Source: an optimization exercise on an open RTL-to-GDS flow (aim: small area, a short achievable clock period and few clock cycles per item). Production flows keep margins and buffers that such runs may drop.
RTL that was checked went through simulation tests only; none was proved equivalent to the original.
For runs 3 and 4, only the layout was checked, not whether the RTL still works.
Power and IR drop assume default switching activity.

==> flow/design.v <==
package ffwb_pkg;
    localparam int FRAMES     = 32;
    localparam int COEFS      = 16;
    localparam int DEPTH      = FRAMES * COEFS;
    localparam int ADDR_W     = $clog2(DEPTH);
    localparam int PTR_W      = $clog2(FRAMES);
    localparam int CMD_W      = 2;
    localparam int COEF_IDX_W = 4;
    localparam int OFS_W      = 5;
    localparam int VAL_W      = 8;
    localparam int QDEPTH     = 4;
    localparam logic [CMD_W-1:0] CMD_WRITE   = 2'd0;
    localparam logic [CMD_W-1:0] CMD_COMMIT  = 2'd1;
    localparam logic [CMD_W-1:0] CMD_READ    = 2'd2;
    localparam logic [CMD_W-1:0] CMD_CONSUME = 2'd3;
endpackage
module ffwb_ram (
    input  logic        clk,
    input  logic [7:0]  sel_lo,
    input  logic [7:0]  sel_mid,
    input  logic [7:0]  sel_hi_we,
    input  logic [7:0]  wdata,
    output logic [63:0] blk_data     
);
    logic [4095:0] q;
    logic [7:0] sub [64];
    logic [7:0] blk [8];
    for (genvar w = 0; w < 512; w++)
    begin : g_word
        always_ff @(posedge clk)
        begin
            if (sel_hi_we[w / 64] && sel_mid[(w / 8) % 8] && sel_lo[w % 8])
            begin
                q[w * 8 +: 8] <= wdata;
            end
        end
    end
    always_comb
    begin
        for (int s = 0; s < 64; s++)
        begin
            sub[s] = '0;
            for (int k = 0; k < 8; k++)
            begin
                sub[s] = sub[s] | ({8{sel_lo[k]}} & q[(s * 8 + k) * 8 +: 8]);
            end
        end
        for (int b = 0; b < 8; b++)
        begin
            blk[b] = '0;
            for (int m = 0; m < 8; m++)
            begin
                blk[b] = blk[b] | ({8{sel_mid[m]}} & sub[b * 8 + m]);
            end
        end
    end
    always_ff @(posedge clk)
    begin
        for (int b = 0; b < 8; b++)
        begin
            blk_data[b * 8 +: 8] <= blk[b];
        end
    end
endmodule
import ffwb_pkg::*;
module ffwb_ctrl (
    input  logic        clk,
    input  logic        rst_n,
    input  logic        accept,
    input  logic [1:0]  cmd,
    input  logic [3:0]  coef_index,
    input  logic [4:0]  frame_offset,
    output logic [7:0]  sel_lo,      
    output logic [7:0]  sel_mid,     
    output logic [7:0]  sel_hi_we,   
    output logic [2:0]  addr_hi,     
    output logic        is_read,
    output logic        ready_res,
    output logic        filled
);
    logic [4:0] wp;
    logic [4:0] lp1;         
    logic       filled_q;
    logic [4:0] frame;
    logic [8:0] addr;
    logic       rd;
    assign rd    = (cmd == CMD_READ);
    assign frame = rd ? (wp + frame_offset) : wp;
    assign addr  = {frame, coef_index};
    always_ff @(posedge clk or negedge rst_n)
    begin
        if (!rst_n)
        begin
            wp       <= '0;
            lp1      <= 5'd1;
            filled_q <= 1'b0;
        end
        else if (accept)
        begin
            if (cmd == CMD_COMMIT)
            begin
                wp <= wp + 5'd1;
                if (wp == 5'd31)
                begin
                    filled_q <= 1'b1;
                end
            end
            if (cmd == CMD_CONSUME)
            begin
                lp1 <= wp;
            end
        end
    end
    always_ff @(posedge clk)
    begin
        is_read <= rd;
        addr_hi <= addr[8:6];
        for (int i = 0; i < 8; i++)
        begin
            sel_lo[i]    <= (addr[2:0] == 3'(i));
            sel_mid[i]   <= (addr[5:3] == 3'(i));
            sel_hi_we[i] <= accept && (cmd == CMD_WRITE) && (addr[8:6] == 3'(i));
        end
    end
    assign ready_res = filled_q && (wp != lp1);
    assign filled    = filled_q;
endmodule
import ffwb_pkg::*;
module ffwb_out (
    input  logic        clk,
    input  logic        rst_n,
    input  logic        accept,
    input  logic        s1_valid,
    input  logic        s1_read,
    input  logic [2:0]  s1_addr_hi,
    input  logic        s1_ready_res,
    input  logic        s1_filled,
    input  logic [63:0] blk_data,
    output logic        req_ready,
    input  logic        res_ready,
    output logic        res_valid,
    output logic [7:0]  res_read_value,
    output logic        res_ready_res,
    output logic        res_filled
);
    localparam int CW = $clog2(QDEPTH + 1);
    logic          s2_valid;
    logic          s2_read;
    logic [2:0]    s2_addr_hi;
    logic [1:0]    s2_stat;
    logic [9:0]    s2_res;
    logic [9:0]    qd [QDEPTH];
    logic [QDEPTH-1:0] qv;
    logic [CW-1:0] cnt;
    logic [CW-1:0] cnt_next;
    logic          take;
    logic          ready_q;
    always_ff @(posedge clk or negedge rst_n)
    begin
        if (!rst_n)
        begin
            s2_valid <= 1'b0;
        end
        else
        begin
            s2_valid <= s1_valid;
        end
    end
    always_ff @(posedge clk)
    begin
        s2_read    <= s1_read;
        s2_addr_hi <= s1_addr_hi;
        s2_stat    <= {s1_ready_res, s1_filled};
    end
    assign s2_res = {(s2_read ? blk_data[s2_addr_hi * 8 +: 8] : 8'd0), s2_stat};
    assign take = qv[0] && res_ready;
    always_ff @(posedge clk or negedge rst_n)
    begin
        if (!rst_n)
        begin
            qv <= '0;
        end
        else
        begin
            for (int i = 0; i < QDEPTH; i++)
            begin
                if (take)
                begin
                    qv[i] <= (i + 1 < QDEPTH && qv[(i + 1) % QDEPTH]) || (s2_valid && qv[i]);
                end
                else
                begin
                    qv[i] <= qv[i] || (s2_valid && (i == 0 || qv[(i + QDEPTH - 1) % QDEPTH]));
                end
            end
        end
    end
    always_ff @(posedge clk)
    begin
        for (int i = 0; i < QDEPTH; i++)
        begin
            if (take)
            begin
                if (i + 1 < QDEPTH && qv[(i + 1) % QDEPTH])
                begin
                    qd[i] <= qd[(i + 1) % QDEPTH];
                end
                else
                begin
                    qd[i] <= s2_res;
                end
            end
            else if (!qv[i] && (i == 0 || qv[(i + QDEPTH - 1) % QDEPTH]))
            begin
                qd[i] <= s2_res;
            end
        end
    end
    assign cnt_next = cnt + CW'(accept) - CW'(take);
    always_ff @(posedge clk or negedge rst_n)
    begin
        if (!rst_n)
        begin
            cnt     <= '0;
            ready_q <= 1'b1;
        end
        else
        begin
            cnt     <= cnt_next;
            ready_q <= (cnt_next < CW'(QDEPTH));
        end
    end
    assign req_ready      = ready_q;
    assign res_valid      = qv[0];
    assign res_read_value = qd[0][9:2];
    assign res_ready_res  = qd[0][1];
    assign res_filled     = qd[0][0];
endmodule
import ffwb_pkg::*;
module feature_frame_window_buffer_core (
    input  logic       clk,
    input  logic       rst_n,
    input  logic       req_valid,
    output logic       req_ready,
    input  logic [1:0] req_cmd,
    input  logic [3:0] req_coef_index,
    input  logic [4:0] req_frame_offset,
    input  logic [7:0] req_coef_value,
    output logic       res_valid,
    input  logic       res_ready,
    output logic [7:0] res_read_value,
    output logic       res_ready_res,
    output logic       res_filled
);
    logic        accept;
    logic        s1_valid;
    logic [7:0]  s1_wdata;
    logic [7:0]  sel_lo;
    logic [7:0]  sel_mid;
    logic [7:0]  sel_hi_we;
    logic [2:0]  addr_hi;
    logic        s1_read;
    logic        ready_res;
    logic        filled;
    logic [63:0] blk_data;
    assign accept = req_valid && req_ready;
    always_ff @(posedge clk or negedge rst_n)
    begin
        if (!rst_n)
        begin
            s1_valid <= 1'b0;
        end
        else
        begin
            s1_valid <= accept;
        end
    end
    always_ff @(posedge clk)
    begin
        s1_wdata <= req_coef_value;
    end
    ffwb_ctrl u_ctrl (
        .clk          (clk),
        .rst_n        (rst_n),
        .accept       (accept),
        .cmd          (req_cmd),
        .coef_index   (req_coef_index),
        .frame_offset (req_frame_offset),
        .sel_lo       (sel_lo),
        .sel_mid      (sel_mid),
        .sel_hi_we    (sel_hi_we),
        .addr_hi      (addr_hi),
        .is_read      (s1_read),
        .ready_res    (ready_res),
        .filled       (filled)
    );
    ffwb_ram u_store (
        .clk       (clk),
        .sel_lo    (sel_lo),
        .sel_mid   (sel_mid),
        .sel_hi_we (sel_hi_we),
        .wdata     (s1_wdata),
        .blk_data  (blk_data)
    );
    ffwb_out u_out (
        .clk            (clk),
        .rst_n          (rst_n),
        .accept         (accept),
        .s1_valid       (s1_valid),
        .s1_read        (s1_read),
        .s1_addr_hi     (addr_hi),
        .s1_ready_res   (ready_res),
        .s1_filled      (filled),
        .blk_data       (blk_data),
        .req_ready      (req_ready),
        .res_ready      (res_ready),
        .res_valid      (res_valid),
        .res_read_value (res_read_value),
        .res_ready_res  (res_ready_res),
        .res_filled     (res_filled)
    );
endmodule
==> flow/run.sh <==
#!/bin/bash
# synth_recipe.tcl (not shown) runs the flow's synth.tcl, then flattens the netlist and writes it again
# the make line also repeats each setting of config.mk as NAME=value (left out here)
make -C /OpenROAD-flow-scripts/flow DESIGN_CONFIG=/design/flow/config.mk WORK_HOME=/design/flow/orfs CLKGATE_MAP_FILE= SYNTH_SCRIPT=/design/flow/synth_recipe.tcl finish
==> flow/config.mk <==
export PLATFORM = sky130hd
export DESIGN_NAME = feature_frame_window_buffer_core
export DESIGN_NICKNAME = feature_frame_window_buffer_core
export VERILOG_FILES = /design/flow/design.v
export SDC_FILE = /design/flow/constraint.sdc
export NUM_CORES = 4
export LEC_CHECK = 0
export CAP_MARGIN = 20
export CORE_MARGIN = 2
export CORE_UTILIZATION = 45
export SETUP_SLACK_MARGIN = 2.7
export SLEW_MARGIN = 20
export SYNTH_MEMORY_MAX_BITS = 8192
==> flow/constraint.sdc <==
create_clock -name core_clock -period 5.0 [get_ports {clk}]
set_input_delay 1.0000 -clock core_clock [delete_from_list [all_inputs] [get_ports {clk}]]
set_output_delay 1.0000 -clock core_clock [all_outputs]
set_load 0.01 [all_outputs]
==> results of run 1 <==
==> sequential cells by signal, indices dropped and copies added (netlist names) <==
signal,flops
u_ctrl.sel_mid,8
u_ctrl.sel_hi_we,8
u_ctrl.filled_q,1
u_out.s2_valid,1
u_ctrl.addr_hi,3
u_store.blk_data,64
u_out.s2_read,1
s1_wdata,8
u_ctrl.sel_lo,8
u_ctrl.lp1,5
u_out.qv,4
u_store.q,4096
u_out.qd,40
u_out.s2_stat,2
u_ctrl.wp,5
s1_valid,1
u_ctrl.is_read,1
u_out.ready_q,1
u_out.cnt,3
u_out.s2_addr_hi,3
==> cells in the final DEF (no fill, tap or decap), types with 12 or more instances in the layout <==
cell type        netlist  routed
buf_12                 1      80
clkbuf_16              0     431
clkdlybuf4s50_1        0      22
clkinv_2               0      86
o21ai_1               12      12
clkinvlp_4             0      13
inv_1                 23      23
clkinv_1               0      94
edfxtp_1            4136    4136
bufinv_16              0      53
dfxtp_1              106      72
dfrtp_1               19      19
and3_2                 0      86
buf_6                  2      12
dfxtp_4                0      26
buf_4                  0      84
and3_1               515     429
clkbuf_1             555      84
nor2_1                15      15
nand2_1               39      38
nand4_1              578     578
o21ai_2               12      12
a22oi_1             2304    2275
a22oi_2                0      29
==> synth_stat cells, drive strengths merged <==
| library cell | n | area share |
|---|---|---|
| o21ai | 34 | 0.0014 |
| nor3b | 6 | 0.00032 |
| o31a | 1 | 0.000056 |
| a31oi | 5 | 0.00020 |
| mux2 | 18 | 0.0015 |
| buf | 137 | 0.0042 |
| clkbuf | 555 | 0.013 |
| ha | 8 | 0.00064 |
| a22oi | 2304 | 0.11 |
| a21o | 3 | 0.00014 |
| nor2b | 4 | 0.00016 |
| nor2 | 17 | 0.00044 |
| fa | 2 | 0.00026 |
| mux2i | 2 | 0.00013 |
| nor3 | 4 | 0.00013 |
| nor4 | 1 | 0.000040 |
| a2111o | 1 | 0.000072 |
| and3b | 1 | 0.000056 |
| dfxtp | 106 | 0.014 |
| xnor2 | 9 | 0.00051 |
| a32oi | 1 | 0.000056 |
| mux4 | 16 | 0.0025 |
| nand2 | 47 | 0.0014 |
| and2 | 1 | 0.000040 |
| a21oi | 3 | 0.000097 |
| inv | 25 | 0.00060 |
| and3 | 515 | 0.021 |
| edfxtp | 4136 | 0.80 |
| nand4 | 578 | 0.023 |
| dfstp | 2 | 0.00034 |
| xor2 | 3 | 0.00017 |
| o211a | 1 | 0.000064 |
| nand2b | 2 | 0.000080 |
| dfrtp | 19 | 0.0031 |
| nand3 | 4 | 0.00013 |
==> per-stage QoR <==
stage,hold WS [ns],util,setup slack [ns]
floorplan,0.3096,-,2.236
global placement,0.3361,0.4684,1.747
detailed placement,0.3485,0.4684,1.736
CTS,0.3634,0.5116,2.309
global route,0.3619,0.5120,2.327
finish,0.3619,0.5120,2.381
==> how the worst min path moves through the flow <==
stage,end,slack [ns],cells after the start
global placement,u_out.s2_valid,0.34,0
finish,u_out.s2_valid,0.36,0
detailed placement,u_out.s2_valid,0.35,0
CTS,u_out.s2_valid,0.36,0
global route,u_out.s2_valid,0.36,0
floorplan,u_out.s2_addr_hi[0],0.31,0
==> power groups by stage <==
stage	sequential [uW]	clock [uW]	combinational [uW]
floorplan	40300	0	1220
global placement	40300	0	2470
detailed placement	40300	0	2510
CTS	39600	32400	2650
global route	39500	33700	2830
finish	39600	32000	2670
==> cells by family (layout without fill, tap and decap cells) <==
family | Yosys count | after routing | synth area share
mux | 36 | 36 | 0.004089
simple gates | 1180 | 1180 | 0.04678
compound gates | 2353 | 2353 | 0.1133
buf+inv | 717 | 1042 | 0.01825
other cells | 0 | 11 | 0
flops | 4263 | 4263 | 0.8160
fa+ha+maj | 10 | 10 | 0.0009015
xor+xnor | 12 | 12 | 0.0006761
==> per-layer routing <==
metal,share of wire,up-vias
li1,-,36200
met1,0.41,45100
met2,0.48,4260
met3,0.085,568
met4,0.024,10
met5,0.00016,-
==> cell type report <==
class	instances	area [sq um]
sequential	4263	127000
clock inverter	269	2778
antenna	11	27.53
timing repair buffer	226	3105
tap	4557	5702
multi-input combinational	3591	26040
inverter	25	93.84
clock buffer	522	11200
fill	27160	167600
==> what timing repair did <==
| item | CTS | global route |
|---|---|---|
| gates cloned | 4 | 0 |
| pin swaps | 2 | 0 |
| gates resized for setup | 142 | 46 |
| endpoints found under the setup margin | 2775 | 440 |
| buffers inserted | 37 | 1 |
==> impl_metrics.json, run 1 <==
{
  "setup_viol": 0,
  "fin_area_sq_mm": 0.1759,
  "ctsHoldBuffers": 0,
  "antenna_left": 0,
  "pwr-share-comb": 0.036,
  "num_vias": 86140,
  "slowest_stage": "dfstp_2",
  "via_per_inst": 6.398,
  "irDropWorstVdd_uv": 341.5,
  "area_delta_synth_final_pct": 13.15,
  "status": "finished clean",
  "slew-limit-headroom": 0.1829,
  "finalSetupTns_ns": 0,
  "hold_viol": 0,
  "maxSlewViolCount": 0,
  "finalWirelength_mm": 415.3,
  "numPortBuffers": 34,
  "critPathKind": "flip-flop to output pin",
  "crit_cells": 1,
  "routabilityCongestion": 0.8201,
  "syn-num-nets": 8604,
  "post_synth_num_cell_types": 47,
  "p_leak_uw": 0.05526,
  "dp.cells": 12620,
  "r2r-end": "u_store.blk_data[5]",
  "ys_seq_area_frac": 0.8160,
  "crit_family": "flip-flops",
  "dieHeight_microns": 591.8,
  "fin_crit_ns": 2.619,
  "reg2reg_depth": 5,
  "clock-sinks": 4263,
  "critPathBufInv": 1,
  "crit_start": "u_out.ready_q",
  "overflow": 0,
  "die_w_microns": 591.8,
  "endpoint_kind": "output pin",
  "critPathArrivalTime_ns": 1.62,
  "dieArea_sq_mm": 0.3502,
  "synthCells": 8571,
  "antenna_found_initial": 16,
  "power_uw": 74220,
  "worstPathMaxFanout": 2,
  "worst_pin_slew_ns": 1.226,
  "root_buffer": "clkbuf_16",
  "p_clk_frac": 0.431,
  "netSwitchingPower_uw": 15590,
  "grt_max_degree": 211,
  "placed_area_sq_mm": 0.1609,
  "crit_path_start_kind": "flip-flop",
  "timing.final.crit_share": 0.5239,
  "drc": 0,
  "power_frac_seq": 0.533,
  "synth-seq-cells": 4263,
  "syn_avg_cell_area_sq_um": 18.14,
  "grt_util_met3": 0.03712,
  "p_int_uw": 58630,
  "finClkSkew_ns": 0.07208,
  "insertion_delay_ns": 0.98,
  "grt_use_total": 0.2313,
  "synth_area_sq_mm": 0.1555,
  "swShare": 0.2101,
  "first_global_vias": 84680,
  "clk_transition_reported_paths_ns": 0.06,
  "path_cells": "buf_6",
  "r2r_start": "u_ctrl.sel_lo[3]",
  "nets": 8563,
  "hp-class": "flip-flop to flip-flop",
  "drt-pass1-iter-count": 6,
  "grt_setup_unrepaired": "true",
  "grt_first_pass_wirelength_mm": 600.3,
  "reg2reg_slack_ns": 2.55,
  "endpoint": "req_ready",
  "max_clock_freq_mhz": 381.8,
  "hp-start": "s1_valid",
  "initialDrtViolationCount": 11080,
  "met2_usage": 0.3713,
  "htreeDepth": 5,
  "slowest_delay_ns": 0.55,
  "instances_no_fill": 13460,
  "ioPinCount": 35,
  "dp_hpwl_mm": 215.6,
  "grt_use_met1": 0.3313,
  "rows": 215,
  "max_cap_violations": 0,
  "start_util": 0.4525,
  "clk_path_buf_depth": 4,
  "required_ns": 4.00,
  "cts_made_buffers": 423,
  "drive_gt1_frac": 0.1150,
  "cts_tree": "yes",
  "coreArea_sq_mm": 0.3435,
  "powerDensity_mw_per_mm2": 421.9,
  "yosys_warnings": 7,
  "grt.busiest_layer": "met2",
  "wl_per_cell_microns": 30.85
}
Testbench counts, summed over its fixed seeds: cycles 24,024, items 24,000.
==> run 2, diff against run 1 <==
--- a/flow/config.mk
+++ b/flow/config.mk
@@ -9,5 +9,4 @@
 export CORE_MARGIN = 2
 export CORE_UTILIZATION = 45
-export SETUP_SLACK_MARGIN = 2.7
 export SLEW_MARGIN = 20
 export SYNTH_MEMORY_MAX_BITS = 8192
==> run 2 against run 1 <==
Fmax fell by 15%. Synthesized cell count did not move. Routed wire length fell by 3.2%. First-iteration DRC count fell by 3.6%. Count of clock-buffer cells in the layout rose by 35. Worst setup slack got worse by 0.45 ns. Global-route usage fell by 0.76 points. Sequential share of layout area rose by 0.50 points. Clock skew fell by 0.0039 ns. Sequential power barely moved. Sequential cell count did not move. Critical endpoint unchanged.
==> impl_metrics.json, run 2 <==
{
  "initialDrtViolationCount": 10680,
  "grt_max_degree": 184,
  "ys_top_cells_by_count": "edfxtp_1, a22oi_1, nand4_1",
  "slowest_stage": "dfstp_2",
  "setup_viol": 0,
  "crit_cells": 1,
  "dp_hpwl_mm": 216.9,
  "post-route-util": 0.5085,
  "synth-seq-cells": 4263,
  "dieHeight_microns": 591.8,
  "worst_pin_slew_ns": 1.072,
  "finalSetupTns_ns": 0,
  "holdPathStages": 0,
  "num_vias": 84900,
  "reg2reg_depth": 3,
  "grt_use_total": 0.2237,
  "synth_edf_count": 4136,
  "drive_gt1_frac": 0.09557,
  "routabilityCongestion": 0.8134,
  "slowest_delay_ns": 0.56,
  "synth_top_area_cell": "edfxtp_1",
  "crit_start": "u_out.ready_q",
  "first_global_vias": 83360,
  "coreArea_sq_mm": 0.3435,
  "status": "finished clean",
  "hp-class": "flip-flop to flip-flop",
  "clock-sinks": 4263,
  "nets": 8544,
  "critPathKind": "flip-flop to output pin",
  "rows": 215,
  "max_clock_freq_mhz": 326.1,
  "synth_top_area_frac": 0.7989,
  "insertion_delay_ns": 0.97,
  "synth_area_sq_mm": 0.1555,
  "final_common_cell": "edfxtp_1",
  "max_cap_violations": 0,
  "worstPathMaxFanout": 3,
  "async_flop_share": 0.004926,
  "htreeDepth": 5,
  "postCtsResizedCells": 0,
  "antenna_left": 0,
  "post_synth_num_cell_types": 47,
  "clk_path_buf_depth": 4,
  "r2r_start": "u_ctrl.sel_lo[0]",
  "timing.final.crit_share": 0.6133,
  "endpoint_kind": "output pin",
  "p_leak_uw": 0.05477,
  "critPathBufInv": 1,
  "powerDensity_mw_per_mm2": 418.6,
  "die_w_microns": 591.8,
  "worstHoldEndpoint": "u_out.s2_read",
  "numPortBuffers": 34,
  "cts_tree": "yes",
  "synth_top_flop_cell": "edfxtp_1",
  "irDropWorstVdd_uv": 290.4,
  "yosysMostFrequentCell": "edfxtp_1",
  "synthCells": 8571,
  "wl_per_cell_microns": 29.92,
  "syn-num-nets": 8604,
  "largest_register_ffs": 4096,
  "dieArea_sq_mm": 0.3502,
  "cts_made_buffers": 421,
  "maxSlewViolCount": 0,
  "fin_crit_ns": 3.066,
  "hold_viol": 0,
  "crit_path_start_kind": "flip-flop",
  "clk_transition_reported_paths_ns": 0.06,
  "synth_area_leaders": "edfxtp_1, a22oi_1, nand4_1",
  "yosys_warnings": 7,
  "overflow": 0,
  "start_util": 0.4525,
  "syn_avg_cell_area_sq_um": 18.14,
  "layout_common_cells": "edfxtp_1, a22oi_1, nand4_1",
  "reg_top3": "u_store.q (4096), u_store.blk_data (64), u_out.qd (40)",
  "ioPinCount": 35,
  "path_cells": "clkdlybuf4s50_1",
  "hp-start": "u_ctrl.is_read",
  "area_delta_synth_final_pct": 12.36,
  "regMostFlops": "u_store.q",
  "drc": 0,
  "drt-pass1-iter-count": 5,
  "grt_first_pass_wirelength_mm": 583.6,
  "root_buffer": "clkbuf_16",
  "via_per_inst": 6.320,
  "required_ns": 4.00,
  "critPathArrivalTime_ns": 2.07,
  "grt_setup_unrepaired": "false",
  "slew-limit-headroom": 0.2851,
  "antenna_found_initial": 20,
  "crit_family": "flip-flops",
  "finClkSkew_ns": 0.06822,
  "ys_seq_area_frac": 0.8160,
  "reg2reg_slack_ns": 2.23,
  "r2r-end": "u_store.q[1984]",
  "finalWirelength_mm": 401.9
}
run 2: kinds of logic after synthesis:
| family | Yosys count | synth area share |
|---|---|---|
| flops | 4263 | 0.8160 |
| compound gates | 2353 | 0.1133 |
| simple gates | 1180 | 0.04678 |
| buf+inv | 717 | 0.01825 |
| mux | 36 | 0.004089 |
| xor+xnor | 12 | 0.0006761 |
| fa+ha+maj | 10 | 0.0009015 |
run 2: repair_timing:
item                       4_1_cts  5_1_grt
hold buffers                     0        1
hold endpoints to repair         0        1
setup endpoints to repair        0        0
setup buffers                    0        0
run 2: worst max-delay path by stage:
stage	to	slack, ns
floorplan	u_store.q[0]	0.52
global placement	u_out.ready_q	1.75
detailed placement	u_out.ready_q	1.79
CTS	req_ready	1.86
global route	req_ready	1.88
finish	req_ready	1.93
run 2: report_power, final:
part / switching [uW] / leakage [uW] / internal, uW / total (uW)
clock network: 13200 / 0.00657 / 17800 / 31000
registers: 329 / 0.0384 / 39200 / 39600
logic: 1850 / 0.00984 / 713 / 2560
run 2: metal layers:
layer,track usage,vias to the layer above,part of all wire
li1,-,36100,-
met1,0.3229,44430,0.42
met2,0.3617,3858,0.48
met3,0.03215,512,0.080
met4,0.05144,6,0.020
met5,0,-,0.00011
run 2: stage by stage:
step	cells	instance area [sq um]	total power [uW]	hold slack, ns	setup slack, ns
6_report	13440	174700	73120	0.3136	1.934
4_1_cts	13430	174700	73460	0.3284	1.864
3_3_place_gp	12640	161100	42840	0.3446	1.752
2_1_floorplan	8571	155500	41620	0.3096	0.5214
3_5_place_dp	12640	161100	42880	0.3284	1.793
5_1_grt	13430	174700	74960	0.3264	1.876
run 2: layout make-up:
cell class / instances / area, sq um
Fill cell: 27250 / 168900
Sequential cell: 4263 / 127000
Multi-Input combinational cell: 3591 / 25770
Clock buffer: 557 / 11440
Tap cell: 4557 / 5702
Timing Repair Buffer: 209 / 2603
Clock inverter: 228 / 2096
Inverter: 25 / 93.84
Antenna cell: 5 / 12.51
==> run 3, diff against run 2 <==
--- a/flow/design.v
+++ b/flow/design.v
@@ -26,9 +26,14 @@
     logic [7:0] sub [64];
     logic [7:0] blk [8];
+    logic [63:0] row_we_n;    
+    for (genvar r = 0; r < 64; r++)
+    begin : g_row
+        assign row_we_n[r] = !(sel_hi_we[r / 8] && sel_mid[r % 8]);
+    end
     for (genvar w = 0; w < 512; w++)
     begin : g_word
         always_ff @(posedge clk)
         begin
-            if (sel_hi_we[w / 64] && sel_mid[(w / 8) % 8] && sel_lo[w % 8])
+            if (!(row_we_n[w / 8] || sel_lo[w % 8]))
             begin
                 q[w * 8 +: 8] <= wdata;
@@ -43,5 +48,5 @@
             for (int k = 0; k < 8; k++)
             begin
-                sub[s] = sub[s] | ({8{sel_lo[k]}} & q[(s * 8 + k) * 8 +: 8]);
+                sub[s] = sub[s] | ({8{!sel_lo[k]}} & q[(s * 8 + k) * 8 +: 8]);
             end
         end
@@ -118,5 +123,5 @@
         for (int i = 0; i < 8; i++)
         begin
-            sel_lo[i]    <= (addr[2:0] == 3'(i));
+            sel_lo[i]    <= (addr[2:0] != 3'(i));
             sel_mid[i]   <= (addr[5:3] == 3'(i));
             sel_hi_we[i] <= accept && (cmd == CMD_WRITE) && (addr[8:6] == 3'(i));
@@ -222,13 +227,15 @@
         if (!rst_n)
         begin
-            cnt     <= '0;
-            ready_q <= 1'b1;
+            cnt <= '0;
         end
         else
         begin
-            cnt     <= cnt_next;
-            ready_q <= (cnt_next < CW'(QDEPTH));
+            cnt <= cnt_next;
         end
     end
+    always_ff @(posedge clk)
+    begin
+        ready_q <= (cnt_next < CW'(QDEPTH));
+    end
     assign req_ready      = ready_q;
     assign res_valid      = qv[0];
--- a/flow/config.mk
+++ b/flow/config.mk
@@ -8,5 +8,7 @@
 export CAP_MARGIN = 20
 export CORE_MARGIN = 2
-export CORE_UTILIZATION = 45
+export CORE_UTILIZATION = 65
+export CTS_CLUSTER_DIAMETER = 80
+export CTS_CLUSTER_SIZE = 24
+export SETUP_SLACK_MARGIN = 2.7
 export SLEW_MARGIN = 20
-export SYNTH_MEMORY_MAX_BITS = 8192
==> run 3 against run 2 <==
Still clean. Via count increased by 3.3%. Fmax increased by 19%. Cell count decreased by 13%. Count of clock-buffer cells in the layout decreased by 204. Synthesized cell count decreased by 1.9%. Register-to-register slack improved by 0.19 ns. Clock skew decreased by 0.030 ns.
==> impl_metrics.json, run 3 <==
{
  "status": "finished clean",
  "setup_viol": 0,
  "wl_per_cell_microns": 39.00,
  "required_ns": 5.50,
  "timing.final.crit_share": 0.5153,
  "clk_path_buf_depth": 3,
  "synth_area_sq_mm": 0.1540,
  "synth_top_area_frac": 0.8066,
  "grt_max_degree": 185,
  "endpoint_kind": "flip-flop",
  "irDropWorstVdd_uv": 403.4,
  "slew-limit-headroom": 0.2741,
  "dieArea_sq_mm": 0.2408,
  "layout_common_cells": "edfxtp_1, a22oi_1, a41oi_1",
  "reg_top3": "u_store.q (4096), u_store.blk_data (64), u_out.qd (40)",
  "yosysMostFrequentCell": "edfxtp_1",
  "antenna_found_initial": 29,
  "ys_seq_area_frac": 0.8237,
  "finalWirelength_mm": 457.0,
  "nets": 8415,
  "insertion_delay_ns": 0.88,
  "worstPathMaxFanout": 8,
  "fin_crit_ns": 2.576,
  "grt_first_pass_wirelength_mm": 612.5,
  "die_w_microns": 490.7,
  "synth_top_family_by_area": "compound AO/OA/AOI/OAI gates",
  "fin_ws_ns": 2.424,
  "synth_compound_area_frac": 0.1308,
  "clock-sinks": 4263,
  "largest_register_ffs": 4096,
  "powerDensity_mw_per_mm2": 359.4,
  "root_buffer": "clkbuf_16",
  "max_cap_violations": 0,
  "routabilityCongestion": 0.8343,
  "async_flop_share": 0.004692,
  "path_common_cell": "buf_4",
  "drt-pass1-iter-count": 8,
  "pre_cts_slack_ns": 1.317,
  "grt_setup_unrepaired": "true",
  "critPathKind": "flip-flop to flip-flop",
  "regMostFlops": "u_store.q",
  "final_common_cell": "edfxtp_1",
  "drive_gt1_frac": 0.1412,
  "yosys_warnings": 7,
  "hold_viol": 0,
  "syn-num-nets": 8441,
  "via_per_inst": 7.487,
  "htreeDepth": 4,
  "synth_edf_count": 4136,
  "num_vias": 87720,
  "synth_top_area_cell": "edfxtp_1",
  "synthCells": 8408,
  "post_synth_num_cell_types": 48,
  "synth_fa_ha_area_frac": 0.0009101,
  "muxShareOfSynthArea": 0.003965,
  "first_global_vias": 81770,
  "dp_hpwl_mm": 232.3,
  "drc": 0,
  "maxSlewViolCount": 0,
  "dieHeight_microns": 490.7,
  "crit_path_start_kind": "flip-flop",
  "synth_area_leaders": "edfxtp_1, a22oi_1, a41oi_1",
  "clk_transition_reported_paths_ns": 0.09,
  "overflow": 0,
  "rows": 178,
  "synth-seq-cells": 4263,
  "syn_avg_cell_area_sq_um": 18.31,
  "coreArea_sq_mm": 0.2354,
  "worst_pin_slew_ns": 1.089,
  "synth_top_flop_cell": "edfxtp_1",
  "initialDrtViolationCount": 15250,
  "hp-class": "flip-flop to flip-flop",
  "ys_top_cells_by_count": "edfxtp_1, a22oi_1, nor2_1",
  "finClkSkew_ns": 0.03816,
  "antenna_left": 0,
  "cts_tree": "yes",
  "path_cells": "buf_4 -> buf_4 -> nand2_1 -> nor2_2",
  "area_delta_synth_final_pct": 10.15,
  "start_util": 0.6541,
  "slowest_stage": "nor2_2",
  "ioPinCount": 35,
  "synthXorXnorAreaFrac": 0.0007963,
  "grt_use_total": 0.3553,
  "slowest_delay_ns": 0.62,
  "max_clock_freq_mhz": 388.2,
  "p_leak_uw": 0.04858,
  "critPathArrivalTime_ns": 3.08,
  "synth-simple-area-share": 0.02352,
  "finalSetupTns_ns": 0,
  "numPortBuffers": 34,
  "cts_made_buffers": 196,
  "fill_cells": 14450
}
run 3: cell types whose count changed after synthesis, moves of 9 or more:
cell	before	now
and3_1	515	2
a22oi_1	2304	2048
clkbuf_1	555	422
o21ai_2	12	3
buf_2	92	118
a41oi_1	0	447
inv_2	2	15
a2111oi_0	0	65
nand2_1	39	173
nor2_1	15	528
nor4_1	1	64
nand4_1	578	66
run 3: final timing paths:
path                       cells after the start               from                  end  slack (ns)
setup / recovery                               4  u_ctrl.sel_mid[4]      u_store.q[2871]        2.42
hold / removal                                 0  u_ctrl.addr_hi[1]  u_out.s2_addr_hi[1]        0.34
setup reg to reg                               4  u_ctrl.sel_mid[4]      u_store.q[2871]        2.42
hold reg to reg                                0  u_ctrl.addr_hi[1]  u_out.s2_addr_hi[1]        0.34
max in group asynchronous                      1              rst_n          u_out.qv[0]        3.77
min in group asynchronous                      1              rst_n          u_out.qv[0]        0.63
run 3: through the flow:
| stage | util | instance area [sq um] | instances | power [uW] | hold WS, ns |
|---|---|---|---|---|---|
| floorplan | - | 154000 | 8408 | 41360 | 0.3096 |
| global placement | 0.6728 | 158400 | 11210 | 42690 | 0.3142 |
| detailed placement | 0.6730 | 158400 | 11210 | 42730 | 0.3200 |
| CTS | 0.7097 | 167100 | 11620 | 60600 | 0.3424 |
| global route | 0.7203 | 169600 | 11700 | 62180 | 0.3460 |
| finish | 0.7205 | 169600 | 11720 | 60970 | 0.3408 |
run 3: critical path, delay by kind of cell (launching register included):
| family | cells | cell delay, ns |
|---|---|---|
| buf+inv | 2 | 0.70 |
| flops | 1 | 0.43 |
| simple gates | 2 | 1.05 |
run 3: timing repair:
action,CTS,global route
gates resized for setup,619,286
setup buffers,29,23
cloned,20,50
setup endpoints to repair,3213,2223
hold buffers,0,0
pin swaps,19,37
run 3: power by group:
group          switching (uW)  internal, uW
Sequential                274         39200
Clock                   10600          7870
Combinational            2200           810
run 3: kinds of logic (layout without fill, tap and decap cells):
| family | count (synthesis) | count (layout) |
|---|---|---|
| buffers and inverters | 620 | 754 |
| and+or+nand+nor | 858 | 858 |
| xor gates and xnor gates | 14 | 14 |
| adders and majority gates | 10 | 10 |
| DFF | 4263 | 4263 |
| AOI/OAI and AO/OA | 2608 | 2608 |
| muxes | 35 | 35 |
| other | 0 | 24 |
run 3: metal layers:
metal	vias up	part of all wire	global-route usage
li1	35240	-	-
met1	45180	0.37	0.5339
met2	6528	0.46	0.5381
met3	758	0.13	0.06320
met4	12	0.038	0.1173
met5	-	0.00014	0
run 3: layout make-up:
class	instances	area, sq um	share of cell area
Timing Repair Buffer	331	4767	0.02811
Clock buffer	353	5728	0.03377
Sequential cell	4263	126900	0.7483
Inverter	39	444.2	0.002619
Clock inverter	5	71.32	0.0004205
Tap cell	3150	3941	0.02324
Timing Repair inverter	26	299.0	0.001763
Antenna cell	24	60.06	0.0003541
Multi-Input combinational cell	3525	27380	0.1614
==> run 4, diff against run 3 <==
--- a/flow/design.v
+++ b/flow/design.v
@@ -17,7 +17,9 @@
 module ffwb_ram (
     input  logic        clk,
-    input  logic [7:0]  sel_lo,
-    input  logic [7:0]  sel_mid,
-    input  logic [7:0]  sel_hi_we,
+    input  logic [7:0]  wsel_lo_n,
+    input  logic [7:0]  wsel_mid,
+    input  logic [7:0]  wsel_hi,
+    input  logic [7:0]  rsel_lo,
+    input  logic [7:0]  rsel_mid,
     input  logic [7:0]  wdata,
     output logic [63:0] blk_data     
@@ -29,5 +31,5 @@
     for (genvar r = 0; r < 64; r++)
     begin : g_row
-        assign row_we_n[r] = !(sel_hi_we[r / 8] && sel_mid[r % 8]);
+        assign row_we_n[r] = !(wsel_hi[r / 8] && wsel_mid[r % 8]);
     end
     for (genvar w = 0; w < 512; w++)
@@ -35,5 +37,5 @@
         always_ff @(posedge clk)
         begin
-            if (!(row_we_n[w / 8] || sel_lo[w % 8]))
+            if (!(row_we_n[w / 8] || wsel_lo_n[w % 8]))
             begin
                 q[w * 8 +: 8] <= wdata;
@@ -48,5 +50,5 @@
             for (int k = 0; k < 8; k++)
             begin
-                sub[s] = sub[s] | ({8{!sel_lo[k]}} & q[(s * 8 + k) * 8 +: 8]);
+                sub[s] = sub[s] | ({8{rsel_lo[k]}} & q[(s * 8 + k) * 8 +: 8]);
             end
         end
@@ -56,5 +58,5 @@
             for (int m = 0; m < 8; m++)
             begin
-                blk[b] = blk[b] | ({8{sel_mid[m]}} & sub[b * 8 + m]);
+                blk[b] = blk[b] | ({8{rsel_mid[m]}} & sub[b * 8 + m]);
             end
         end
@@ -76,9 +78,10 @@
     input  logic [3:0]  coef_index,
     input  logic [4:0]  frame_offset,
-    output logic [7:0]  sel_lo,      
-    output logic [7:0]  sel_mid,     
-    output logic [7:0]  sel_hi_we,   
-    output logic [2:0]  addr_hi,     
-    output logic        is_read,
+    output logic [7:0]  wsel_lo_n,
+    output logic [7:0]  wsel_mid,
+    output logic [7:0]  wsel_hi,
+    output logic [7:0]  rsel_lo,
+    output logic [7:0]  rsel_mid,
+    output logic [2:0]  raddr_hi,
     output logic        ready_res,
     output logic        filled
@@ -119,11 +122,12 @@
     always_ff @(posedge clk)
     begin
-        is_read <= rd;
-        addr_hi <= addr[8:6];
+        raddr_hi <= addr[8:6];
         for (int i = 0; i < 8; i++)
         begin
-            sel_lo[i]    <= (addr[2:0] != 3'(i));
-            sel_mid[i]   <= (addr[5:3] == 3'(i));
-            sel_hi_we[i] <= accept && (cmd == CMD_WRITE) && (addr[8:6] == 3'(i));
+            wsel_lo_n[i] <= (addr[2:0] != 3'(i));
+            wsel_mid[i]  <= (addr[5:3] == 3'(i));
+            wsel_hi[i]   <= accept && (cmd == CMD_WRITE) && (addr[8:6] == 3'(i));
+            rsel_lo[i]   <= (addr[2:0] == 3'(i));
+            rsel_mid[i]  <= rd && (addr[5:3] == 3'(i));
         end
     end
@@ -137,5 +141,4 @@
     input  logic        accept,
     input  logic        s1_valid,
-    input  logic        s1_read,
     input  logic [2:0]  s1_addr_hi,
     input  logic        s1_ready_res,
@@ -151,5 +154,4 @@
     localparam int CW = $clog2(QDEPTH + 1);
     logic          s2_valid;
-    logic          s2_read;
     logic [2:0]    s2_addr_hi;
     logic [1:0]    s2_stat;
@@ -161,4 +163,6 @@
     logic          take;
     logic          ready_q;
+    logic [9:0]    head_next;
+    logic [9:0]    out_q;
     always_ff @(posedge clk or negedge rst_n)
     begin
@@ -174,9 +178,8 @@
     always_ff @(posedge clk)
     begin
-        s2_read    <= s1_read;
         s2_addr_hi <= s1_addr_hi;
         s2_stat    <= {s1_ready_res, s1_filled};
     end
-    assign s2_res = {(s2_read ? blk_data[s2_addr_hi * 8 +: 8] : 8'd0), s2_stat};
+    assign s2_res = {blk_data[s2_addr_hi * 8 +: 8], s2_stat};
     assign take = qv[0] && res_ready;
     always_ff @(posedge clk or negedge rst_n)
@@ -216,5 +219,5 @@
                 end
             end
-            else if (!qv[i] && (i == 0 || qv[(i + QDEPTH - 1) % QDEPTH]))
+            else if (!qv[i] && (i == 0 ? s2_valid : qv[(i + QDEPTH - 1) % QDEPTH]))
             begin
                 qd[i] <= s2_res;
@@ -222,4 +225,9 @@
         end
     end
+    assign head_next = (take && qv[1]) ? qd[1] : s2_res;
+    always_ff @(posedge clk)
+    begin
+        out_q <= (take || !qv[0]) ? head_next : qd[0];
+    end
     assign cnt_next = cnt + CW'(accept) - CW'(take);
     always_ff @(posedge clk or negedge rst_n)
@@ -240,7 +248,7 @@
     assign req_ready      = ready_q;
     assign res_valid      = qv[0];
-    assign res_read_value = qd[0][9:2];
-    assign res_ready_res  = qd[0][1];
-    assign res_filled     = qd[0][0];
+    assign res_read_value = out_q[9:2];
+    assign res_ready_res  = out_q[1];
+    assign res_filled     = out_q[0];
 endmodule
 import ffwb_pkg::*;
@@ -263,9 +271,10 @@
     logic        s1_valid;
     logic [7:0]  s1_wdata;
-    logic [7:0]  sel_lo;
-    logic [7:0]  sel_mid;
-    logic [7:0]  sel_hi_we;
-    logic [2:0]  addr_hi;
-    logic        s1_read;
+    logic [7:0]  wsel_lo_n;
+    logic [7:0]  wsel_mid;
+    logic [7:0]  wsel_hi;
+    logic [7:0]  rsel_lo;
+    logic [7:0]  rsel_mid;
+    logic [2:0]  raddr_hi;
     logic        ready_res;
     logic        filled;
@@ -294,9 +303,10 @@
         .coef_index   (req_coef_index),
         .frame_offset (req_frame_offset),
-        .sel_lo       (sel_lo),
-        .sel_mid      (sel_mid),
-        .sel_hi_we    (sel_hi_we),
-        .addr_hi      (addr_hi),
-        .is_read      (s1_read),
+        .wsel_lo_n    (wsel_lo_n),
+        .wsel_mid     (wsel_mid),
+        .wsel_hi      (wsel_hi),
+        .rsel_lo      (rsel_lo),
+        .rsel_mid     (rsel_mid),
+        .raddr_hi     (raddr_hi),
         .ready_res    (ready_res),
         .filled       (filled)
@@ -304,7 +314,9 @@
     ffwb_ram u_store (
         .clk       (clk),
-        .sel_lo    (sel_lo),
-        .sel_mid   (sel_mid),
-        .sel_hi_we (sel_hi_we),
+        .wsel_lo_n (wsel_lo_n),
+        .wsel_mid  (wsel_mid),
+        .wsel_hi   (wsel_hi),
+        .rsel_lo   (rsel_lo),
+        .rsel_mid  (rsel_mid),
         .wdata     (s1_wdata),
         .blk_data  (blk_data)
@@ -315,6 +327,5 @@
         .accept         (accept),
         .s1_valid       (s1_valid),
-        .s1_read        (s1_read),
-        .s1_addr_hi     (addr_hi),
+        .s1_addr_hi     (raddr_hi),
         .s1_ready_res   (ready_res),
         .s1_filled      (filled),
==> run 4 against run 3 <==
Count of clock-buffer cells in the layout is 2 higher. Cell count is 0.59% higher. Sequential cell count is 24 higher. Critical path depth is 3 higher. Core utilization is 1.7 points lower. Power is 4.7% higher. Synthesized cell count is 2.0% higher. Clock skew is 0.0015 ns lower. Design area is 1.6% lower. First-iteration DRC count is 11% lower. Largest cell class unchanged. Highest routed layer unchanged.
==> impl_metrics.json, run 4 <==
{
  "reg2reg_depth": 7,
  "ioPinCount": 35,
  "root_buffer": "clkbuf_16",
  "critPathKind": "flip-flop to flip-flop",
  "syn_avg_cell_area_sq_um": 18.02,
  "initialDrtViolationCount": 13640,
  "synth_fa_ha_area_frac": 0.0009064,
  "overflow": 0,
  "dp_hpwl_mm": 230.3,
  "synth-simple-area-share": 0.04073,
  "largest_register_ffs": 4096,
  "grt_max_degree": 206,
  "crit_path_start_kind": "flip-flop",
  "synth_top_area_frac": 0.8034,
  "synth-seq-cells": 4287,
  "dieHeight_microns": 491.7,
  "wl_per_cell_microns": 36.21,
  "cts_made_buffers": 198,
  "powerDensity_mw_per_mm2": 382.1,
  "die_w_microns": 491.7,
  "clk_path_buf_depth": 3,
  "required_ns": 5.71,
  "endpoint_kind": "flip-flop",
  "nets": 8469,
  "critPathArrivalTime_ns": 3.16,
  "start_util": 0.6518,
  "clk_transition_reported_paths_ns": 0.10,
  "yosysMostFrequentCell": "edfxtp_1",
  "num_vias": 86080,
  "p_leak_uw": 0.04906,
  "finalSetupTns_ns": 0,
  "synth_top_area_cell": "edfxtp_1",
  "grt_setup_unrepaired": "true",
  "status": "finished clean",
  "timing.final.crit_share": 0.4905,
  "hp-class": "input port to asynchronous set/reset pin",
  "reg_top3": "u_store.q (4096), u_store.blk_data (64), u_out.qd (40)",
  "setup_viol": 0,
  "antenna_found_initial": 23,
  "final_common_cell": "edfxtp_1",
  "cts_tree": "yes",
  "antenna_left": 0,
  "synth_edf_count": 4136,
  "ctsHoldBuffers": 0,
  "regMostFlops": "u_store.q",
  "dieArea_sq_mm": 0.2418,
  "coreArea_sq_mm": 0.2372,
  "numPortBuffers": 34,
  "drc": 0,
  "irDropWorstVdd_uv": 390.0,
  "yosys_warnings": 7,
  "synth_area_leaders": "edfxtp_1, a22oi_1, nand4_1",
  "drt-pass1-iter-count": 7,
  "grt_use_total": 0.3458,
  "hold_viol": 0,
  "first_global_vias": 80930,
  "multi_input_area_sq_mm": 0.02614,
  "synth_area_sq_mm": 0.1546,
  "finClkSkew_ns": 0.03669,
  "area_delta_synth_final_pct": 8.001,
  "insertion_delay_ns": 0.91,
  "synth_compound_area_frac": 0.1132,
  "synth_top_family_by_area": "compound AO/OA/AOI/OAI gates",
  "max_cap_violations": 0,
  "ys_top_cells_by_count": "edfxtp_1, a22oi_1, nand4_1",
  "grt_first_pass_wirelength_mm": 597.8,
  "worstPathMaxFanout": 53,
  "syn-num-nets": 8612,
  "dp.cells": 11350,
  "async_flop_share": 0.004665,
  "worst_pin_slew_ns": 1.405,
  "drive_gt1_frac": 0.1110,
  "htreeDepth": 4,
  "synthXorXnorAreaFrac": 0.0006798,
  "post_synth_num_cell_types": 51,
  "final-seq-area_sq_mm": 0.1275,
  "fill_cells": 14980,
  "rows": 179,
  "instances_no_fill": 11790,
  "fin_crit_ns": 2.452,
  "via_per_inst": 7.304,
  "maxSlewViolCount": 0,
  "slew-limit-headroom": 0.06319,
  "routabilityCongestion": 0.8391,
  "finalWirelength_mm": 426.8,
  "synthCells": 8579,
  "max_clock_freq_mhz": 407.8,
  "clock-sinks": 4287,
  "muxShareOfSynthArea": 0.005657,
  "synth_top_flop_cell": "edfxtp_1",
  "layout_common_cells": "edfxtp_1, a22oi_1, nand4_1",
  "ys_seq_area_frac": 0.8236
}
-- run 4: worst paths after layout --
check,start,endpoint,slack (ns)
setup / recovery,u_ctrl.rsel_lo[6],u_store.blk_data[52],2.55
hold / removal,rst_n,u_out.qv[2],0.07
setup reg to reg,u_ctrl.rsel_lo[6],u_store.blk_data[52],2.55
hold reg to reg,s1_valid,u_out.s2_valid,0.37
max in group asynchronous,rst_n,u_ctrl.lp1[0],4.55
min in group core_clock,s1_valid,u_out.s2_valid,0.37
-- run 4: critical path, stage by stage (launching register included) --
cell	delay, ns
dfxtp_4	0.41
buf_12	0.18
buf_16	0.27
buf_4	0.16
a22oi_1	0.18
nand4_1	0.22
a22oi_1	0.41
nand4_1	0.27
-- run 4: power by group --
part | switching, uW | internal (uW)
clock | 10600 | 7990
combinational | 3070 | 1340
sequential | 926 | 39900
-- run 4: cell type report --
cell class / count / area share
Sequential cell: 4287 / 0.7634
Tap cell: 3167 / 0.02373
Clock buffer: 355 / 0.03479
Multi-Input combinational cell: 3672 / 0.1565
Inverter: 23 / 0.0005171
Antenna cell: 18 / 0.0002698
Timing Repair Buffer: 254 / 0.02017
Clock inverter: 9 / 0.0005470
-- run 4: through the flow --
stage | hold WS [ns] | utilization | total power (uW) | setup slack, ns | cell area, sq um
2_1_floorplan | 0.3096 | - | 43260 | 2.236 | 154600
3_3_place_gp | 0.3414 | 0.6697 | 45650 | 1.589 | 158900
3_5_place_dp | 0.3484 | 0.6698 | 45720 | 1.649 | 158900
4_1_cts | 0.3698 | 0.6999 | 63670 | 2.376 | 166000
5_1_grt | 0.08489 | 0.7038 | 65200 | 2.517 | 166900
6_report | 0.07166 | 0.7040 | 63810 | 2.548 | 167000
-- run 4: metal layers --
metal,part of all wire,track usage
met5,0.00028,0
met4,0.036,0.1214
met3,0.11,0.06254
met2,0.47,0.5304
met1,0.38,0.5093
-- run 4: kinds of logic (layout without fill, tap and decap cells) --
kind of cell / Yosys count / count (layout)
AOI/OAI and AO/OA: 2334 / 2334
xor gates and xnor gates: 12 / 12
adders and majority gates: 10 / 10
buffers and inverters: 620 / 641
DFF: 4287 / 4287
muxes: 54 / 54
other: 0 / 18
and+or+nand+nor: 1262 / 1262
-- run 4: timing repair --
item | 4_1_cts | 5_1_grt
endpoints found under the setup margin | 3014 | 1451
resized for setup | 299 | 212
cloned | 4 | 4
pin swaps | 2 | 13
setup buffers | 35 | 13
==> run 5, diff against run 4 <==
--- a/flow/design.v
+++ b/flow/design.v
@@ -20,5 +20,5 @@
     input  logic [7:0]  wsel_mid,
     input  logic [7:0]  wsel_hi,
-    input  logic [7:0]  rsel_lo,
+    input  logic [63:0] rsel_lo,
     input  logic [7:0]  rsel_mid,
     input  logic [7:0]  wdata,
@@ -50,5 +50,5 @@
             for (int k = 0; k < 8; k++)
             begin
-                sub[s] = sub[s] | ({8{rsel_lo[k]}} & q[(s * 8 + k) * 8 +: 8]);
+                sub[s] = sub[s] | ({8{rsel_lo[(s / 8) * 8 + k]}} & q[(s * 8 + k) * 8 +: 8]);
             end
         end
@@ -81,7 +81,6 @@
     output logic [7:0]  wsel_mid,
     output logic [7:0]  wsel_hi,
-    output logic [7:0]  rsel_lo,
+    output logic [63:0] rsel_lo,
     output logic [7:0]  rsel_mid,
-    output logic [2:0]  raddr_hi,
     output logic        ready_res,
     output logic        filled
@@ -122,5 +121,4 @@
     always_ff @(posedge clk)
     begin
-        raddr_hi <= addr[8:6];
         for (int i = 0; i < 8; i++)
         begin
@@ -128,7 +126,10 @@
             wsel_mid[i]  <= (addr[5:3] == 3'(i));
             wsel_hi[i]   <= accept && (cmd == CMD_WRITE) && (addr[8:6] == 3'(i));
-            rsel_lo[i]   <= (addr[2:0] == 3'(i));
             rsel_mid[i]  <= rd && (addr[5:3] == 3'(i));
         end
+        for (int i = 0; i < 64; i++)
+        begin
+            rsel_lo[i]   <= ({addr[8:6], addr[2:0]} == 6'(i));
+        end
     end
     assign ready_res = filled_q && (wp != lp1);
@@ -141,5 +142,4 @@
     input  logic        accept,
     input  logic        s1_valid,
-    input  logic [2:0]  s1_addr_hi,
     input  logic        s1_ready_res,
     input  logic        s1_filled,
@@ -154,6 +154,6 @@
     localparam int CW = $clog2(QDEPTH + 1);
     logic          s2_valid;
-    logic [2:0]    s2_addr_hi;
     logic [1:0]    s2_stat;
+    logic [7:0]    s2_val;
     logic [9:0]    s2_res;
     logic [9:0]    qd [QDEPTH];
@@ -178,8 +178,15 @@
     always_ff @(posedge clk)
     begin
-        s2_addr_hi <= s1_addr_hi;
         s2_stat    <= {s1_ready_res, s1_filled};
     end
-    assign s2_res = {blk_data[s2_addr_hi * 8 +: 8], s2_stat};
+    always_comb
+    begin
+        s2_val = '0;
+        for (int b = 0; b < 8; b++)
+        begin
+            s2_val = s2_val | blk_data[b * 8 +: 8];
+        end
+    end
+    assign s2_res = {s2_val, s2_stat};
     assign take = qv[0] && res_ready;
     always_ff @(posedge clk or negedge rst_n)
@@ -274,7 +281,6 @@
     logic [7:0]  wsel_mid;
     logic [7:0]  wsel_hi;
-    logic [7:0]  rsel_lo;
+    logic [63:0] rsel_lo;
     logic [7:0]  rsel_mid;
-    logic [2:0]  raddr_hi;
     logic        ready_res;
     logic        filled;
@@ -308,5 +314,4 @@
         .rsel_lo      (rsel_lo),
         .rsel_mid     (rsel_mid),
-        .raddr_hi     (raddr_hi),
         .ready_res    (ready_res),
         .filled       (filled)
@@ -327,5 +332,4 @@
         .accept         (accept),
         .s1_valid       (s1_valid),
-        .s1_addr_hi     (raddr_hi),
         .s1_ready_res   (ready_res),
         .s1_filled      (filled),
==> run 5 against run 4 <==
Routed wire length about the same. Global-route usage fell by 0.17 points. Die area increased by 0.71%. Clock skew fell by 0.0065 ns. Sequential power is 1% higher.
==> impl_metrics.json, run 5 <==
{
  "synth-simple-area-share": 0.04308,
  "nets": 8598,
  "ys_seq_area_frac": 0.8242,
  "fill_cells": 14960,
  "coreArea_sq_mm": 0.2381,
  "grt_use_total": 0.3441,
  "yosys_warnings": 7,
  "maxSlewViolCount": 0,
  "overflow": 0,
  "grt_max_degree": 178,
  "grt_setup_unrepaired": "true",
  "syn_avg_cell_area_sq_um": 17.91,
  "placed_area_sq_mm": 0.1601,
  "regMostFlops": "u_store.q",
  "p_leak_uw": 0.04914,
  "drive_gt1_frac": 0.1190,
  "yosysMostFrequentCell": "edfxtp_1",
  "synth_fa_ha_area_frac": 0.0009000,
  "antenna_left": 0,
  "rows": 179,
  "worst_pin_slew_ns": 1.298,
  "fin_crit_ns": 2.448,
  "hold_viol": 0,
  "layout_common_cells": "edfxtp_1, a22oi_1, nand4_1",
  "max_clock_freq_mhz": 408.5,
  "synthXorXnorAreaFrac": 0.0006750,
  "htreeDepth": 4,
  "cts_tree": "yes",
  "synth_area_sq_mm": 0.1557,
  "multi_input_area_sq_mm": 0.02647,
  "num_vias": 87550,
  "synth_top_area_frac": 0.7977,
  "fin_area_sq_mm": 0.1680,
  "timing.final.crit_share": 0.4896,
  "die_w_microns": 493.4,
  "insertion_delay_ns": 0.88,
  "via_per_inst": 7.367,
  "required_ns": 5.74,
  "slew-limit-headroom": 0.1348,
  "synth_edf_count": 4136,
  "synth_top_flop_cell": "edfxtp_1",
  "clock-sinks": 4337,
  "root_buffer": "clkbuf_16",
  "final_common_cell": "edfxtp_1",
  "synth_compound_area_frac": 0.1134,
  "synth_top_area_cell": "edfxtp_1",
  "first_global_vias": 82150,
  "dp_hpwl_mm": 244.0,
  "grt_first_pass_wirelength_mm": 600.8,
  "ioPinCount": 35,
  "setup_viol": 0,
  "wl_per_cell_microns": 35.88,
  "async_flop_share": 0.004611,
  "synth_top_family_by_area": "compound AO/OA/AOI/OAI gates",
  "status": "finished clean",
  "drc": 0,
  "largest_register_ffs": 4096,
  "finClkSkew_ns": 0.03023,
  "area_delta_synth_final_pct": 7.873,
  "endpoint_kind": "flip-flop",
  "final-seq-area_sq_mm": 0.1286,
  "ctsHoldBuffers": 0,
  "syn-num-nets": 8727,
  "irDropWorstVdd_uv": 359.1,
  "post_synth_num_cell_types": 51,
  "critPathArrivalTime_ns": 3.19,
  "dieArea_sq_mm": 0.2435,
  "routabilityCongestion": 0.8985,
  "finalSetupTns_ns": 0,
  "numPortBuffers": 34,
  "synthCells": 8694,
  "powerDensity_mw_per_mm2": 388.0,
  "clk_transition_reported_paths_ns": 0.09,
  "dieHeight_microns": 493.4,
  "post-route-util": 0.7055,
  "reg_top3": "u_store.q (4096), u_ctrl.rsel_lo (64), u_store.blk_data (64)",
  "muxShareOfSynthArea": 0.002531,
  "synth-seq-cells": 4337,
  "antenna_found_initial": 24,
  "clk_path_buf_depth": 3,
  "finalWirelength_mm": 426.4,
  "cts_made_buffers": 199,
  "synth_area_leaders": "edfxtp_1, a22oi_1, dfxtp_1",
  "initialDrtViolationCount": 14930,
  "drt-pass1-iter-count": 8,
  "ys_top_cells_by_count": "edfxtp_1, a22oi_1, nand4_1",
  "critPathKind": "input port to flip-flop",
  "hp-class": "flip-flop to flip-flop",
  "start_util": 0.6540,
  "worstPathMaxFanout": 9,
  "crit_path_start_kind": "input port",
  "max_cap_violations": 0
}
## run 5: kinds of logic after synthesis
group | count (synthesis)
mux | 35
fa+ha+maj | 10
xor+xnor | 12
compound gates | 2350
buf+inv | 619
flops | 4337
simple gates | 1331
## run 5: what timing repair did
action | in CTS | in global routing
endpoints found under the setup margin | 2774 | 1954
pin swaps | 18 | 29
setup buffers | 11 | 11
resized for setup | 288 | 291
cloned | 3 | 6
## run 5: area by class of cell
type / instances / share of cell area
flip-flops and latches: 4337 / 0.7656
multi-input cells: 3740 / 0.1576
clock buffers: 323 / 0.03362
well taps: 3167 / 0.02359
repair buffers: 273 / 0.01868
diodes: 26 / 0.0003874
inverters: 14 / 0.0003129
clock inverters: 5 / 0.0002384
## run 5: through the flow
stage | hold slack [ns] | setup slack [ns] | instances | power [uW]
3_5_place_dp | 0.3347 | 1.396 | 11500 | 46570
2_1_floorplan | 0.3312 | 2.236 | 8694 | 44030
5_1_grt | 0.3809 | 2.545 | 11870 | 66630
6_report | 0.3550 | 2.552 | 11890 | 65160
4_1_cts | 0.3558 | 2.396 | 11840 | 64520
3_3_place_gp | 0.3343 | 1.398 | 11500 | 46480
## run 5: critical path, cell delays in order
cell and delay [ns]:
clkdlybuf4s50_1 0.48, ha_4 0.39, nor2_1 0.08, a311o_2 0.52, o211ai_4 0.22, buf_12 0.17
buf_6 0.12, buf_16 0.15, nor3_2 0.04
## run 5: report_power, final
| part | internal, uW | switching (uW) |
|---|---|---|
| sequential | 40200 | 982 |
| clock | 7770 | 10600 |
| combinational | 1870 | 3700 |
| total | 49800 | 15300 |
## run 5: final timing paths
check | start | endpoint | slack, ns | cells past startpoint
setup reg to reg | u_ctrl.wsel_hi[0] | u_store.q[360] | 2.60 | 2
max in group asynchronous | rst_n | u_ctrl.wp[2] | 3.77 | 1
min in group asynchronous | rst_n | u_out.qv[0] | 0.62 | 1
hold reg to reg | s1_valid | u_out.s2_valid | 0.36 | 0
setup / recovery | req_frame_offset[3] | u_ctrl.rsel_lo[15] | 2.55 | 9
hold / removal | s1_valid | u_out.s2_valid | 0.36 | 0
## run 5: metal layers
layer | vias to the layer above | global-route usage | share of wire
met5 | - | 0 | 0.00018
met4 | 10 | 0.1070 | 0.031
met3 | 725 | 0.07376 | 0.12
met2 | 5977 | 0.5175 | 0.46
met1 | 45050 | 0.5144 | 0.38
li1 | 35790 | - | -
Testbench counts of run 5, summed over its fixed seeds: cycles 24,024, items 24,000.
==> run 6, diff against run 5 <==
--- a/flow/config.mk
+++ b/flow/config.mk
@@ -11,4 +11,4 @@
 export CTS_CLUSTER_DIAMETER = 80
 export CTS_CLUSTER_SIZE = 24
-export SETUP_SLACK_MARGIN = 2.7
+export SETUP_SLACK_MARGIN = 2.6
 export SLEW_MARGIN = 20
==> run 6 against run 5 <==
Worst setup slack worse by 0.087 ns. Die area stayed put. Core utilization down 0.57 points.
==> impl_metrics.json, run 6 <==
{
  "layout_common_cells": "edfxtp_1, a22oi_1, nand4_1",
  "yosys_warnings": 7,
  "reg2reg_slack_ns": 2.47,
  "worstPathMaxFanout": 29,
  "regMostFlops": "u_store.q",
  "critPathArrivalTime_ns": 3.07,
  "placed_area_sq_mm": 0.1601,
  "dieHeight_microns": 493.4,
  "critPathBufInv": 1,
  "syn_avg_cell_area_sq_um": 17.91,
  "root_buffer": "clkbuf_16",
  "synth-seq-cells": 4337,
  "post_synth_num_cell_types": 51,
  "cts_tree": "yes",
  "insertion_delay_ns": 0.88,
  "antenna_found_initial": 21,
  "htreeDepth": 4,
  "ys_seq_area_frac": 0.8242,
  "slew-limit-headroom": 0.1412,
  "rows": 179,
  "slowest_stage": "dfxtp_4",
  "fin_area_sq_mm": 0.1666,
  "num_vias": 86950,
  "status": "finished clean",
  "required_ns": 5.54,
  "timing.final.crit_share": 0.5070,
  "syn-num-nets": 8727,
  "slowest_delay_ns": 1.05,
  "final_common_cell": "edfxtp_1",
  "max_cap_violations": 0,
  "synth_area_sq_mm": 0.1557,
  "area_delta_synth_final_pct": 7.004,
  "worst_pin_slew_ns": 1.288,
  "dp.cells": 11500,
  "crit_path_start_kind": "flip-flop",
  "grt_setup_unrepaired": "true",
  "synthCells": 8694,
  "max_clock_freq_mhz": 394.5,
  "clk_transition_reported_paths_ns": 0.09,
  "hold_viol": 0,
  "first_global_vias": 82020,
  "synth_top_flop_cell": "edfxtp_1",
  "ctsHoldBuffers": 0,
  "wl_per_cell_microns": 35.56,
  "dieArea_sq_mm": 0.2435,
  "nets": 8575,
  "path_cells": "buf_4 -> nor2_1",
  "grt_max_degree": 178,
  "clock-sinks": 4337,
  "synth_area_leaders": "edfxtp_1, a22oi_1, dfxtp_1",
  "fill_cells": 15130,
  "via_per_inst": 7.329,
  "grt_first_pass_wirelength_mm": 597.2,
  "ioPinCount": 35,
  "finalWirelength_mm": 421.9,
  "fin_crit_ns": 2.535,
  "grt_use_total": 0.3415,
  "crit_family": "flip-flops",
  "drt-pass1-iter-count": 6,
  "reg_top3": "u_store.q (4096), u_ctrl.rsel_lo (64), u_store.blk_data (64)",
  "async_flop_share": 0.004611,
  "synth_edf_count": 4136,
  "drc": 0,
  "p_leak_uw": 0.04884,
  "power_uw": 64500,
  "antenna_left": 0,
  "ys_top_cells_by_count": "edfxtp_1, a22oi_1, nand4_1",
  "coreArea_sq_mm": 0.2381,
  "drive_gt1_frac": 0.09090,
  "endpoint_kind": "flip-flop",
  "maxSlewViolCount": 0,
  "synth_top_area_cell": "edfxtp_1",
  "numPortBuffers": 34,
  "hp-class": "flip-flop to flip-flop",
  "initialDrtViolationCount": 13860,
  "irDropWorstVdd_uv": 359.4,
  "finClkSkew_ns": 0.02556,
  "finalSetupTns_ns": 0,
  "yosysMostFrequentCell": "edfxtp_1",
  "instances_no_fill": 11860,
  "start_util": 0.6540,
  "clk_path_buf_depth": 3,
  "powerDensity_mw_per_mm2": 387.1,
  "cts_made_buffers": 199,
  "critPathKind": "flip-flop to flip-flop",
  "die_w_microns": 493.4,
  "setup_viol": 0,
  "largest_register_ffs": 4096,
  "synth_top_area_frac": 0.7977,
  "routabilityCongestion": 0.8985,
  "dp_hpwl_mm": 244.0,
  "overflow": 0
}
## run 6: cell count changes in the layout (fill, tap and decap cells not counted), moves of 14 or more
cell	before	now
nor3_1	36	68
dfxtp_4	51	37
nor3_2	24	5
nor2_1	216	378
nor2_2	321	161
## run 6: layout make-up
cell class	instances	area, sq um	area share
sequential	4337	128500	0.7715
clock inverter	5	40.04	0.0002403
multi-input combinational	3738	25590	0.1536
inverter	14	52.55	0.0003154
antenna	28	70.07	0.0004205
clock buffer	323	5647	0.03389
tap	3167	3963	0.02378
timing repair buffer	252	2701	0.01621
## run 6: path summary, 6_finish.rpt
kind,startpoint,endpoint,cells after the start
worst min-delay path,s1_valid,u_out.s2_valid,0
min in group asynchronous,rst_n,u_out.qv[0],1
worst min register to register,s1_valid,u_out.s2_valid,0
max in group asynchronous,rst_n,u_ctrl.wp[0],1
worst max register to register,u_ctrl.wsel_lo_n[6],u_store.q[3956],2
worst max-delay path,u_ctrl.wsel_lo_n[6],u_store.q[3956],2
## run 6: worst reg2reg max path: cells and delay by family (launching register included)
kind                   cells  cell delay [ns]
flip-flops                 1             1.05
buffers and inverters      1             0.72
AND/OR/NAND/NOR            1             0.43
## run 6: repair_timing
action / in CTS / in global routing
setup endpoints to repair: 1572 / 1106
buffers inserted: 6 / 1
pin swaps: 6 / 2
gates cloned: 1 / 0
resized for setup: 142 / 144
## run 6: cell families after synthesis
kind of cell / count (synthesis) / synth area share
adder cells (fa/ha/maj): 10 / 0.0009000
XOR/XNOR: 12 / 0.0006751
flip-flops: 4337 / 0.8242
AO/OA/AOI/OAI: 2350 / 0.1134
buffers and inverters: 619 / 0.01530
multiplexers: 35 / 0.002531
AND/OR/NAND/NOR: 1331 / 0.04308
## run 6: layer usage
layer,up-vias,GRT usage,part of all wire
met1,44470,0.5135,0.38
met3,674,0.06672,0.12
met4,10,0.1045,0.032
met5,-,0,0.00017
met2,6065,0.5163,0.46
li1,35740,-,-
## run 6: through the flow
stage               setup slack [ns]  hold WS [ns]    util
floorplan                      2.236        0.3312       -
global placement               1.398        0.3343  0.6725
detailed placement             1.396        0.3347  0.6725
CTS                            2.396        0.3558  0.6977
global route                   2.428        0.3806  0.6996
finish                         2.465        0.3550  0.6998
## run 6: power by group
part | leakage [uW] | switching, uW | total (uW) | internal, uW
Clock | 0.00272 | 10600 | 18400 | 7770
Combinational | 0.00715 | 3360 | 4920 | 1560
Sequential | 0.0390 | 974 | 41200 | 40200

==> port drivers added, routing unchanged <==
Ports are ideal in the flow. The routed layouts listed here were re-timed in OpenROAD.
Step 1 assumes that a clkbuf_16 drives the clock port and a buf_2 every other input.
Step 2 also shifts input and output timing later by t, the mid clock arrival at the registers, as if the neighbouring blocks saw the same clock.
a / b / c = no drivers / after step 1 / after step 2; a / b = the first two.
| run | t, ns | setup WS [ns] | hold WS [ns] | worst setup path at the end | latest minus earliest clock arrival (ns) |
|---|---|---|---|---|---|
| run 1 | 1.064 | 2.381 / 2.259 / 1.920 | 0.362 / 0.362 / 0.362 | input to register | 0.076 / 0.076 |
| run 2 | 1.057 | 1.934 / 1.816 / 1.858 | 0.314 / 0.314 / 0.314 | input to register | 0.074 / 0.074 |
| run 3 | 0.965 | 2.424 / 2.424 / 1.945 | 0.341 / 0.341 / 0.341 | input to register | 0.044 / 0.044 |
| run 4 | 0.986 | 2.548 / 2.487 / 1.965 | 0.072 / 0.004 / 0.368 | input to register | 0.039 / 0.039 |
| run 5 | 0.965 | 2.552 / 2.500 / 1.654 | 0.355 / 0.355 / 0.355 | input to register | 0.034 / 0.034 |
| run 6 | 0.962 | 2.465 / 2.465 / 1.767 | 0.355 / 0.355 / 0.355 | input to register | 0.031 / 0.031 |
After both steps setup and hold are still met in every run listed. For run 5, which loses most, drivers alone change the setup slack by -0.052 ns; drivers and shift together by -0.898 ns.
